Context: an optimization exercise on an open-source flow, tuned for small area, a short achievable clock period and few clock cycles per item. The choices shown serve that exercise and are no tape-out recipe.
Only simulation tests tie the RTL to the original design; equivalence was not proved.
No activity file was given, so power comes from the tool's default toggle rates.

==> inputs of job 6614 <==
Design drive_to_relative_point, start of the top module:
module drive_to_relative_point #(
    parameter int POS_WIDTH     = 32,
    parameter int VEL_FRAC_BITS = 15
) (
    input  logic                 i_clk,
    input  logic                 i_rst_n,
    input  logic                 i_cfg_we,
    input  logic [CIDX_W-1:0]    i_cfg_idx,
    input  logic [CDAT_W-1:0]    i_cfg_wdata,
    input  logic                 i_in_valid,
    output logic                 o_in_ready,
    input  logic [1:0]           i_action,
    input  logic [POS_WIDTH-1:0] i_pos_x,
    input  logic [POS_WIDTH-1:0] i_pos_y,
    input  logic [31:0]          i_yaw,
    output logic                 o_out_valid,
    input  logic                 i_out_ready,
    output logic [OUT_W-1:0]     o_vel_x,
    output logic [OUT_W-1:0]     o_vel_y,
    output logic [OUT_W-1:0]     o_vel_rot,
    output logic                 o_finished,
    output logic [1:0]           o_finish_cause,
    output logic                 o_stop_drive
);
clock: 11.0 ns
lec_check: 0
cap_margin: 20
core_margin: 2
core_utilization: 40
setup_slack_margin: 5
slew_margin: 20
run.sh (not shown) runs the stock make flow with config.mk's settings and CLKGATE_MAP_FILE= SYNTH_SCRIPT=/design/flow/synth_recipe.tcl, a recipe that flattens the netlist after the stock synthesis.
==> job 8053 (differences from job 6614) <==
--- a/flow/design.v
+++ b/flow/design.v
@@ -36,83 +36,63 @@
     input  logic        i_bx,
     input  logic        i_by,
     output logic [32:0] o_e,
     output logic [31:0] o_r,
     output logic [33:0] o_r3
 );
-    logic [37:0] ea, xa, ya, s, c, k1, k2, k3;
-    logic [37:0] s1, c1, s2, c2, s3, c3;
+    logic [37:0] ea, xa, ya, s, c;
     logic [37:0] t, d1, d2, d3;
     logic [32:0] rp1;
-    logic [33:0] r3z, r3a, r3b, r3c;
+    logic [1:0]  dig;
     assign ea = {3'b000, i_e, 2'b00};
     assign xa = i_bx ? {5'b0, i_x, 2'b01} : 38'd0;
     assign ya = i_by ? {5'b0, i_y, 2'b01} : 38'd0;
     assign s  = ea ^ xa ^ ya;
-    assign c  = {((ea[36:0] & xa[36:0]) | (ea[36:0] & ya[36:0])
-                | (xa[36:0] & ya[36:0])), 1'b0};
-    assign k1 = ~{4'b0000, i_r, 2'b01};
-    assign k2 = ~{3'b000, i_r, 3'b100};
-    assign k3 = ~{2'b00, i_r3, 2'b01};
-    assign s1 = s ^ c ^ k1;
-    assign c1 = {((s[36:0] & c[36:0]) | (s[36:0] & k1[36:0]) | (c[36:0] & k1[36:0])), 1'b1};
-    assign s2 = s ^ c ^ k2;
-    assign c2 = {((s[36:0] & c[36:0]) | (s[36:0] & k2[36:0]) | (c[36:0] & k2[36:0])), 1'b1};
-    assign s3 = s ^ c ^ k3;
-    assign c3 = {((s[36:0] & c[36:0]) | (s[36:0] & k3[36:0]) | (c[36:0] & k3[36:0])), 1'b1};
+    assign c  = {((ea & xa) | (ea & ya) | (xa & ya)), 1'b0};
     assign t  = s + c;
-    assign d1 = s1 + c1;
-    assign d2 = s2 + c2;
-    assign d3 = s3 + c3;
+    assign d1 = s + c - {4'b0000, i_r, 2'b01};
+    assign d2 = s + c - {3'b000, i_r, 3'b100};
+    assign d3 = s + c - {2'b00, i_r3, 2'b01} - 38'd8;
     assign rp1 = {1'b0, i_r} + 33'd1;
-    assign r3z = {i_r3[32:0], 1'b0} - 34'd2;
-    assign r3a = {i_r3[32:0], 1'b0} + 34'd1;
-    assign r3b = {i_r3[32:0], 1'b0} + 34'd4;
-    assign r3c = {i_r3[32:0], 1'b0} + 34'd7;
     always_comb begin
         if (!d3[37]) begin
-            o_e  = d3[32:0];
-            o_r  = {rp1[30:0], 1'b1};
-            o_r3 = r3c;
+            o_e = d3[32:0];
+            o_r = {rp1[30:0], 1'b1};
+            dig = 2'd3;
         end else if (!d2[37]) begin
-            o_e  = d2[32:0];
-            o_r  = {rp1[30:0], 1'b0};
-            o_r3 = r3b;
+            o_e = d2[32:0];
+            o_r = {rp1[30:0], 1'b0};
+            dig = 2'd2;
         end else if (!d1[37]) begin
-            o_e  = d1[32:0];
-            o_r  = {i_r[30:0], 1'b1};
-            o_r3 = r3a;
+            o_e = d1[32:0];
+            o_r = {i_r[30:0], 1'b1};
+            dig = 2'd1;
         end else begin
-            o_e  = t[32:0];
-            o_r  = {i_r[30:0], 1'b0};
-            o_r3 = r3z;
+            o_e = t[32:0];
+            o_r = {i_r[30:0], 1'b0};
+            dig = 2'd0;
         end
     end
+    assign o_r3 = {i_r3[32:0], 1'b0} + {31'd0, dig, 1'b0} + {32'd0, dig};
 endmodule
 `timescale 1ns / 1ps
 import dtrp_pkg::*;
 module dtrp_div (
     input  logic [31:0] i_rem,
     input  logic [30:0] i_a,
     input  logic [31:0] i_r,
     input  logic        i_bit,
     output logic [31:0] o_rem,
     output logic [1:0]  o_qd
 );
-    logic [34:0] ra, aa, t, d1, d2, k1, k2, s1, c1, s2, c2;
+    logic [34:0] ra, aa, t, d1, d2;
     assign ra = {2'b00, i_rem, 1'b0};
     assign aa = i_bit ? {4'b0000, i_a} : 35'd0;
-    assign k1 = ~{3'b000, i_r};
-    assign k2 = ~{2'b00, i_r, 1'b0};
-    assign s1 = ra ^ aa ^ k1;
-    assign c1 = {((ra[33:0] & aa[33:0]) | (ra[33:0] & k1[33:0]) | (aa[33:0] & k1[33:0])), 1'b1};
-    assign s2 = ra ^ aa ^ k2;
-    assign c2 = {((ra[33:0] & aa[33:0]) | (ra[33:0] & k2[33:0]) | (aa[33:0] & k2[33:0])), 1'b1};
     assign t  = ra + aa;
-    assign d1 = s1 + c1;
-    assign d2 = s2 + c2;
+    assign d1 = ra + aa - {3'b000, i_r};
+    assign d2 = ra + aa - {2'b00, i_r, 1'b0};
     always_comb begin
         if (!d2[34]) begin
             o_rem = d2[31:0];
             o_qd  = 2'd2;
         end else if (!d1[34]) begin
             o_rem = d1[31:0];
@@ -426,13 +406,13 @@
                 r_err   <= err_abs;
                 r_eneg  <= r_err[32];
                 r_x     <= '0;
                 r_y     <= '0;
                 r_e     <= '0;
                 r_r     <= '0;
-                r_r3    <= 34'd2;
+                r_r3    <= '0;
             end
             S_LZ: begin
                 r_ptr <= lead;
                 r_bx  <= lead_bx;
                 r_by  <= lead_by;
                 r_big <= (r_err >= 33'd3840);
SETUP_SLACK_MARGIN = 3.5   (was 5)
==> job 616 (differences from job 6614) <==
--- a/flow/design.v
+++ b/flow/design.v
@@ -36,83 +36,63 @@
     input  logic        i_bx,
     input  logic        i_by,
     output logic [32:0] o_e,
     output logic [31:0] o_r,
     output logic [33:0] o_r3
 );
-    logic [37:0] ea, xa, ya, s, c, k1, k2, k3;
-    logic [37:0] s1, c1, s2, c2, s3, c3;
+    logic [37:0] ea, xa, ya, s, c;
     logic [37:0] t, d1, d2, d3;
     logic [32:0] rp1;
-    logic [33:0] r3z, r3a, r3b, r3c;
+    logic [1:0]  dig;
     assign ea = {3'b000, i_e, 2'b00};
     assign xa = i_bx ? {5'b0, i_x, 2'b01} : 38'd0;
     assign ya = i_by ? {5'b0, i_y, 2'b01} : 38'd0;
     assign s  = ea ^ xa ^ ya;
-    assign c  = {((ea[36:0] & xa[36:0]) | (ea[36:0] & ya[36:0])
-                | (xa[36:0] & ya[36:0])), 1'b0};
-    assign k1 = ~{4'b0000, i_r, 2'b01};
-    assign k2 = ~{3'b000, i_r, 3'b100};
-    assign k3 = ~{2'b00, i_r3, 2'b01};
-    assign s1 = s ^ c ^ k1;
-    assign c1 = {((s[36:0] & c[36:0]) | (s[36:0] & k1[36:0]) | (c[36:0] & k1[36:0])), 1'b1};
-    assign s2 = s ^ c ^ k2;
-    assign c2 = {((s[36:0] & c[36:0]) | (s[36:0] & k2[36:0]) | (c[36:0] & k2[36:0])), 1'b1};
-    assign s3 = s ^ c ^ k3;
-    assign c3 = {((s[36:0] & c[36:0]) | (s[36:0] & k3[36:0]) | (c[36:0] & k3[36:0])), 1'b1};
+    assign c  = {((ea & xa) | (ea & ya) | (xa & ya)), 1'b0};
     assign t  = s + c;
-    assign d1 = s1 + c1;
-    assign d2 = s2 + c2;
-    assign d3 = s3 + c3;
+    assign d1 = s + c - {4'b0000, i_r, 2'b01};
+    assign d2 = s + c - {3'b000, i_r, 3'b100};
+    assign d3 = s + c - {2'b00, i_r3, 2'b01} - 38'd8;
     assign rp1 = {1'b0, i_r} + 33'd1;
-    assign r3z = {i_r3[32:0], 1'b0} - 34'd2;
-    assign r3a = {i_r3[32:0], 1'b0} + 34'd1;
-    assign r3b = {i_r3[32:0], 1'b0} + 34'd4;
-    assign r3c = {i_r3[32:0], 1'b0} + 34'd7;
     always_comb begin
         if (!d3[37]) begin
-            o_e  = d3[32:0];
-            o_r  = {rp1[30:0], 1'b1};
-            o_r3 = r3c;
+            o_e = d3[32:0];
+            o_r = {rp1[30:0], 1'b1};
+            dig = 2'd3;
         end else if (!d2[37]) begin
-            o_e  = d2[32:0];
-            o_r  = {rp1[30:0], 1'b0};
-            o_r3 = r3b;
+            o_e = d2[32:0];
+            o_r = {rp1[30:0], 1'b0};
+            dig = 2'd2;
         end else if (!d1[37]) begin
-            o_e  = d1[32:0];
-            o_r  = {i_r[30:0], 1'b1};
-            o_r3 = r3a;
+            o_e = d1[32:0];
+            o_r = {i_r[30:0], 1'b1};
+            dig = 2'd1;
         end else begin
-            o_e  = t[32:0];
-            o_r  = {i_r[30:0], 1'b0};
-            o_r3 = r3z;
+            o_e = t[32:0];
+            o_r = {i_r[30:0], 1'b0};
+            dig = 2'd0;
         end
     end
+    assign o_r3 = {i_r3[32:0], 1'b0} + {31'd0, dig, 1'b0} + {32'd0, dig};
 endmodule
 `timescale 1ns / 1ps
 import dtrp_pkg::*;
 module dtrp_div (
     input  logic [31:0] i_rem,
     input  logic [30:0] i_a,
     input  logic [31:0] i_r,
     input  logic        i_bit,
     output logic [31:0] o_rem,
     output logic [1:0]  o_qd
 );
-    logic [34:0] ra, aa, t, d1, d2, k1, k2, s1, c1, s2, c2;
+    logic [34:0] ra, aa, t, d1, d2;
     assign ra = {2'b00, i_rem, 1'b0};
     assign aa = i_bit ? {4'b0000, i_a} : 35'd0;
-    assign k1 = ~{3'b000, i_r};
-    assign k2 = ~{2'b00, i_r, 1'b0};
-    assign s1 = ra ^ aa ^ k1;
-    assign c1 = {((ra[33:0] & aa[33:0]) | (ra[33:0] & k1[33:0]) | (aa[33:0] & k1[33:0])), 1'b1};
-    assign s2 = ra ^ aa ^ k2;
-    assign c2 = {((ra[33:0] & aa[33:0]) | (ra[33:0] & k2[33:0]) | (aa[33:0] & k2[33:0])), 1'b1};
     assign t  = ra + aa;
-    assign d1 = s1 + c1;
-    assign d2 = s2 + c2;
+    assign d1 = ra + aa - {3'b000, i_r};
+    assign d2 = ra + aa - {2'b00, i_r, 1'b0};
     always_comb begin
         if (!d2[34]) begin
             o_rem = d2[31:0];
             o_qd  = 2'd2;
         end else if (!d1[34]) begin
             o_rem = d1[31:0];
@@ -426,13 +406,13 @@
                 r_err   <= err_abs;
                 r_eneg  <= r_err[32];
                 r_x     <= '0;
                 r_y     <= '0;
                 r_e     <= '0;
                 r_r     <= '0;
-                r_r3    <= 34'd2;
+                r_r3    <= '0;
             end
             S_LZ: begin
                 r_ptr <= lead;
                 r_bx  <= lead_bx;
                 r_by  <= lead_by;
                 r_big <= (r_err >= 33'd3840);
SETUP_SLACK_MARGIN = unset   (was 5)
==> qor summary <==
metric                                                                               job 6614              job 8053               job 616
Count of inserted tapcells                                                               2310                  2030                  2030
Num rows                                                                                  152                   143                   143
Clock latency of the later-clocked register in the worst-skew pair                     760 ps                720 ps                730 ps
Endpoint arrival time on the critical path                                            6340 ps               8040 ps              10260 ps
Post-Layout Inst Area                                                             77220 sq um           69870 sq um           68420 sq um
First-pass GRT wire length                                                     336300 microns        285600 microns        280700 microns
TritonCTS buffer count                                                                     94                    95                    94
Switching portion of total power                                                       33.05%                32.72%                32.96%
Net count of the finished layout                                                         9115                  7984                  7931
Detailed-route wire length                                                     217400 microns        182800 microns        178400 microns
Reg-to-reg critical path startpoint                                                      r_by                  r_by                  r_bx
Critical path start-end classification                              primary input to register  register to register  register to register
Footprint of the multi-input gates                                                44280 sq um           38410 sq um           37730 sq um
GR Util met3                                                                           2.997%                2.865%                3.111%
Share of cell area taken by multi-input logic gates                                    57.34%                54.98%                55.15%
Final period demand of the worst path                                                 5822 ps               7587 ps               9692 ps
Outcome                                                      no timing/DRC/antenna violations  no timing/DRC/antenna violations  no timing/DRC/antenna violations
Combinational share of power                                                            24.5%                 26.6%                 26.6%
Required time worst endpoint                                                         11520 ps              11450 ps              11560 ps
Sequential power                                                                    0.00384 W             0.00380 W             0.00380 W
Number of vias after detailed routing                                                   59830                 52930                 52300
Count of instances resized after the clock tree is built                                   29                   100                     0
Worst supply voltage drop on vdd                                                     122.5 uV              133.1 uV              97.71 uV
Seq/Total Area, Yosys                                                                  30.22%                34.01%                34.01%
Global routing usage on met1                                                           34.81%                32.96%                32.27%
Post-route core utilization                                                            44.96%                45.89%                44.94%
Total placed cells including tap cells                                                  10420                  9166                  9165
Testbench counts of job 6614, summed over its fixed seeds: cycles 73,608, items 6,400.
Testbench counts of job 8053, summed over its fixed seeds: cycles 73,608, items 6,400.
Testbench counts of job 616, summed over its fixed seeds: cycles 73,608, items 6,400.

-- what the ideal ports hide --
How much do the figures lean on ideal ports? The routed layouts below were timed once more, with nothing changed but the port constraints.
Step 1 sets driving cells, clkbuf_16 on the clock port and buf_2 on the other inputs (assumed; they add their load-dependent delay and slew).
Step 2 moves the port delays by t, midway between the first and last clock arrival at a register: inputs arrive t later, outputs are due t later. That takes back most of the time a late clock gives input paths.
a / b / c = ideal / step 1 / step 2; a / b = the first two.
| run | t, ns | setup WS [ns] | worst setup path at the end |
|---|---|---|---|
| job 6614 | 0.820 | 5.178 / 5.215 / 4.418 | input to register |
| job 8053 | 0.786 | 3.413 / 3.413 / 3.141 | input to register |
| job 616 | 0.776 | 1.308 / 1.308 / 1.308 | register to register |
After both steps setup and hold are still met in every run listed. The setup slack of job 6614, which loses most, moves by +0.037 ns with the drivers and by -0.760 ns with both steps.
